From an optimization exercise on the open Yosys and OpenROAD flow, aimed at small area and a short achievable clock period; shortcuts taken in it are not production practice.
The RTL was checked by simulation tests, not by an equivalence proof against the original design.

## depth_to_spectrum_color
module depth_to_spectrum_color #(
    parameter int DEPTH_BITS = 11
) (
    input  logic                               i_clk,
    input  logic                               i_rst_n,
    input  logic                               start,
    output logic                               busy,
    input  logic                               i_cfg_we,
    input  logic [dsc_pkg::CFG_IDX_BITS-1:0]   i_cfg_idx,
    input  logic [DEPTH_BITS-1:0]              i_cfg_data,
    input  logic [DEPTH_BITS-1:0]              i_depth_sample,
    input  logic                               i_frame_end_in,
    output logic                               o_valid,
    output logic [7:0]                         o_blue_level,
    output logic [7:0]                         o_green_level,
    output logic [7:0]                         o_red_level,
    output logic                               o_frame_end_out
);
    localparam logic [18:0] DIV_CUT  = 19'h7FFFF;
    localparam logic [8:0]  CDIV_CUT = 9'h1FF;
    assign busy = 1'b0;
    logic        r0_v;
    logic [10:0] r0_d;
    logic        r0_fe;
    logic        r0_we;
    logic        r0_idx;
    logic [10:0] r0_data;
    logic [10:0] r_lo;
    logic [10:0] r_hi;
    always_ff @(posedge i_clk) begin
  ...
Size in the first run: about 6,400 cells after synthesis, roughly 1,500 flip-flops, roughly 66,000 um2 of cells after synthesis.
Settings: LEC_CHECK=0, CAP_MARGIN=20, CORE_MARGIN=2, CORE_UTILIZATION=40, CTS_BUF_LIST=sky130_fd_sc_hd__clkbuf_8, CTS_CLUSTER_SIZE=20, SETUP_SLACK_MARGIN=5, SLEW_MARGIN=20; clock period 8.0 ns.
run.sh (not shown) runs the stock make flow with config.mk's settings and CLKGATE_MAP_FILE= SYNTH_SCRIPT=/design/flow/synth_recipe.tcl, a recipe that flattens the netlist after the stock synthesis.
Rerun with:
--- a/flow/design.v
+++ b/flow/design.v
@@ -361,95 +361,83 @@
         r3a_near <= n_qk < 9'd70;
         r3a_far  <= div_q > 19'(330 * 1024);
         r3a_fe   <= div_fe;
     end
     logic [18:0] n_x;
     logic        r3b_v;
     logic [16:0] r3b_x;
     logic [2:0]  r3b_seg;
     logic [16:0] r3b_t;
-    logic [3:0]  r3b_side;
+    logic [6:0]  r3b_side;
     logic [4:0]  n_tgt;
-    logic [2:0]  n_m;
     always_comb begin
         case (r3a_seg)
             SEG_VIOLET: n_x = 19'(90 * 1024) - r3a_q;
             SEG_BLUE:   n_x = r3a_q - 19'(90 * 1024);
             SEG_CYAN:   n_x = 19'(160 * 1024) - r3a_q;
             SEG_GREEN:  n_x = r3a_q - 19'(160 * 1024);
             SEG_YELLOW: n_x = 19'(295 * 1024) - r3a_q;
             default:    n_x = '0;
         endcase
     end
     for (genvar i = 0; i < 5; i++) begin : g_tgt
         assign n_tgt[i] = r3a_near ? (r3a_q > 19'(14336 * i)) : (r3a_q < 19'(400 * 1024 - 14336 * i));
     end
-    always_comb begin
-        if (!(r3a_near || r3a_far)) n_m = 3'd7;
-        else if (n_tgt[4])          n_m = 3'd5;
-        else if (n_tgt[3])          n_m = 3'd4;
-        else if (n_tgt[2])          n_m = 3'd3;
-        else if (n_tgt[1])          n_m = 3'd2;
-        else if (n_tgt[0])          n_m = 3'd1;
-        else                        n_m = 3'd0;
-    end
     always_ff @(posedge i_clk) begin
         if (!i_rst_n) r3b_v <= 1'b0;
         else          r3b_v <= r3a_v;
     end
     always_ff @(posedge i_clk) begin
         r3b_x    <= n_x[16:0];
         r3b_seg  <= r3a_seg;
         r3b_t    <= r3a_near ? r3a_q[16:0] : (r3a_far ? 17'(19'(400 * 1024) - r3a_q) : 17'd0);
-        r3b_side <= {n_m, r3a_fe};
+        r3b_side <= {n_tgt, r3a_near | r3a_far, r3a_fe};
     end
     logic        cd_v;
     logic [16:0] cd_c;
     logic [15:0] cd_u;
     logic [4:0]  cd_vrem;
     logic [2:0]  cd_seg;
-    logic [3:0]  cd_side;
+    logic [6:0]  cd_side;
     dsc_cdiv #(
         .CUT  (CDIV_CUT),
-        .SIDE (4)
+        .SIDE (7)
     ) u_cdiv (
         .i_clk   (i_clk),
         .i_rst_n (i_rst_n),
         .i_v     (r3b_v),
         .i_x     (r3b_x),
         .i_seg   (r3b_seg),
         .i_t     (r3b_t),
         .i_side  (r3b_side),
         .o_v     (cd_v),
         .o_c     (cd_c),
         .o_u     (cd_u),
         .o_vrem  (cd_vrem),
         .o_seg   (cd_seg),
         .o_side  (cd_side)
     );
-    logic        n_fade;
     logic        n_corr;
     logic        r4_v;
     logic [16:0] r4_c;
     logic [16:0] r4_f;
     logic [2:0]  r4_seg;
     logic [1:0]  r4_side;
-    assign n_fade = cd_side[3:1] != 3'd7;
-    assign n_corr = cd_vrem < {2'b0, cd_side[3:1]};
+    assign n_corr = (cd_vrem < 5'd5) ? cd_side[2 + cd_vrem] : 1'b0;
     always_ff @(posedge i_clk) begin
         if (!i_rst_n) r4_v <= 1'b0;
         else          r4_v <= cd_v;
     end
     always_ff @(posedge i_clk) begin
         r4_c    <= (cd_seg == SEG_RED) ? 17'h10000 : cd_c;
-        r4_f    <= n_fade ? {1'b0, cd_u + (n_corr ? 16'd19660 : 16'd19661)} : 17'h10000;
+        r4_f    <= cd_side[1] ? {1'b0, cd_u + (n_corr ? 16'd19660 : 16'd19661)} : 17'h10000;
         r4_seg  <= cd_seg;
-        r4_side <= {n_fade, cd_side[0]};
+        r4_side <= cd_side[1:0];
     end
     function automatic logic [33:0] csa_s(input logic [33:0] a, input logic [33:0] b, input logic [33:0] c);
         csa_s = a ^ b ^ c;
     endfunction
     function automatic logic [33:0] csa_c(input logic [33:0] a, input logic [33:0] b, input logic [33:0] c);
         csa_c = {((a & b) | (a & c) | (b & c)), 1'b0};
     endfunction
     logic [33:0] n_pp [17];
     logic [33:0] n_l1 [12];
Result:
- final area went up slightly
- count of clock-buffer cells in the layout went down by 6
- worst setup slack gets better by 0.040 ns
- global-route usage climbs by 0.43 points
- clock skew goes up by 0.0053 ns
- via count grows by a few percent
- register-to-register slack improves by 0.04 ns

## afterwards: timing with drivers on the ports
Ports are ideal in the flow. The routed layouts listed here were re-timed in OpenROAD.
Step 1 sets driving cells, clkbuf_16 on the clock port and buf_2 on the other inputs (assumed; they add their load-dependent delay and slew).
Step 2 adds t to the input delays and takes it off the output delays; t is the mean of the earliest and latest rising clock arrival at the registers after step 1. Input paths then give back, and output paths get back, about the clock's delay inside the block.
Three values: ideal ports, drivers, drivers and shift; two values: the first two.
| run | shift t [ns] | slack for setup (ns) | hold slack, ns | worst data-port slew with drivers (ns) | cell pins on the clock port's net |
|---|---|---|---|---|---|
| the first run | 1.002 | 4.958 / 4.953 / 4.733 | 0.280 / 0.280 / 0.280 | 0.03 | 1 |
| the second run | 1.008 | 4.999 / 4.957 / 4.810 | 0.274 / 0.274 / 0.274 | 0.05 | 1 |
After both steps setup and hold are still met in every run listed. For the first run, which loses most, drivers alone change the setup slack by -0.005 ns; drivers and shift together by -0.225 ns.
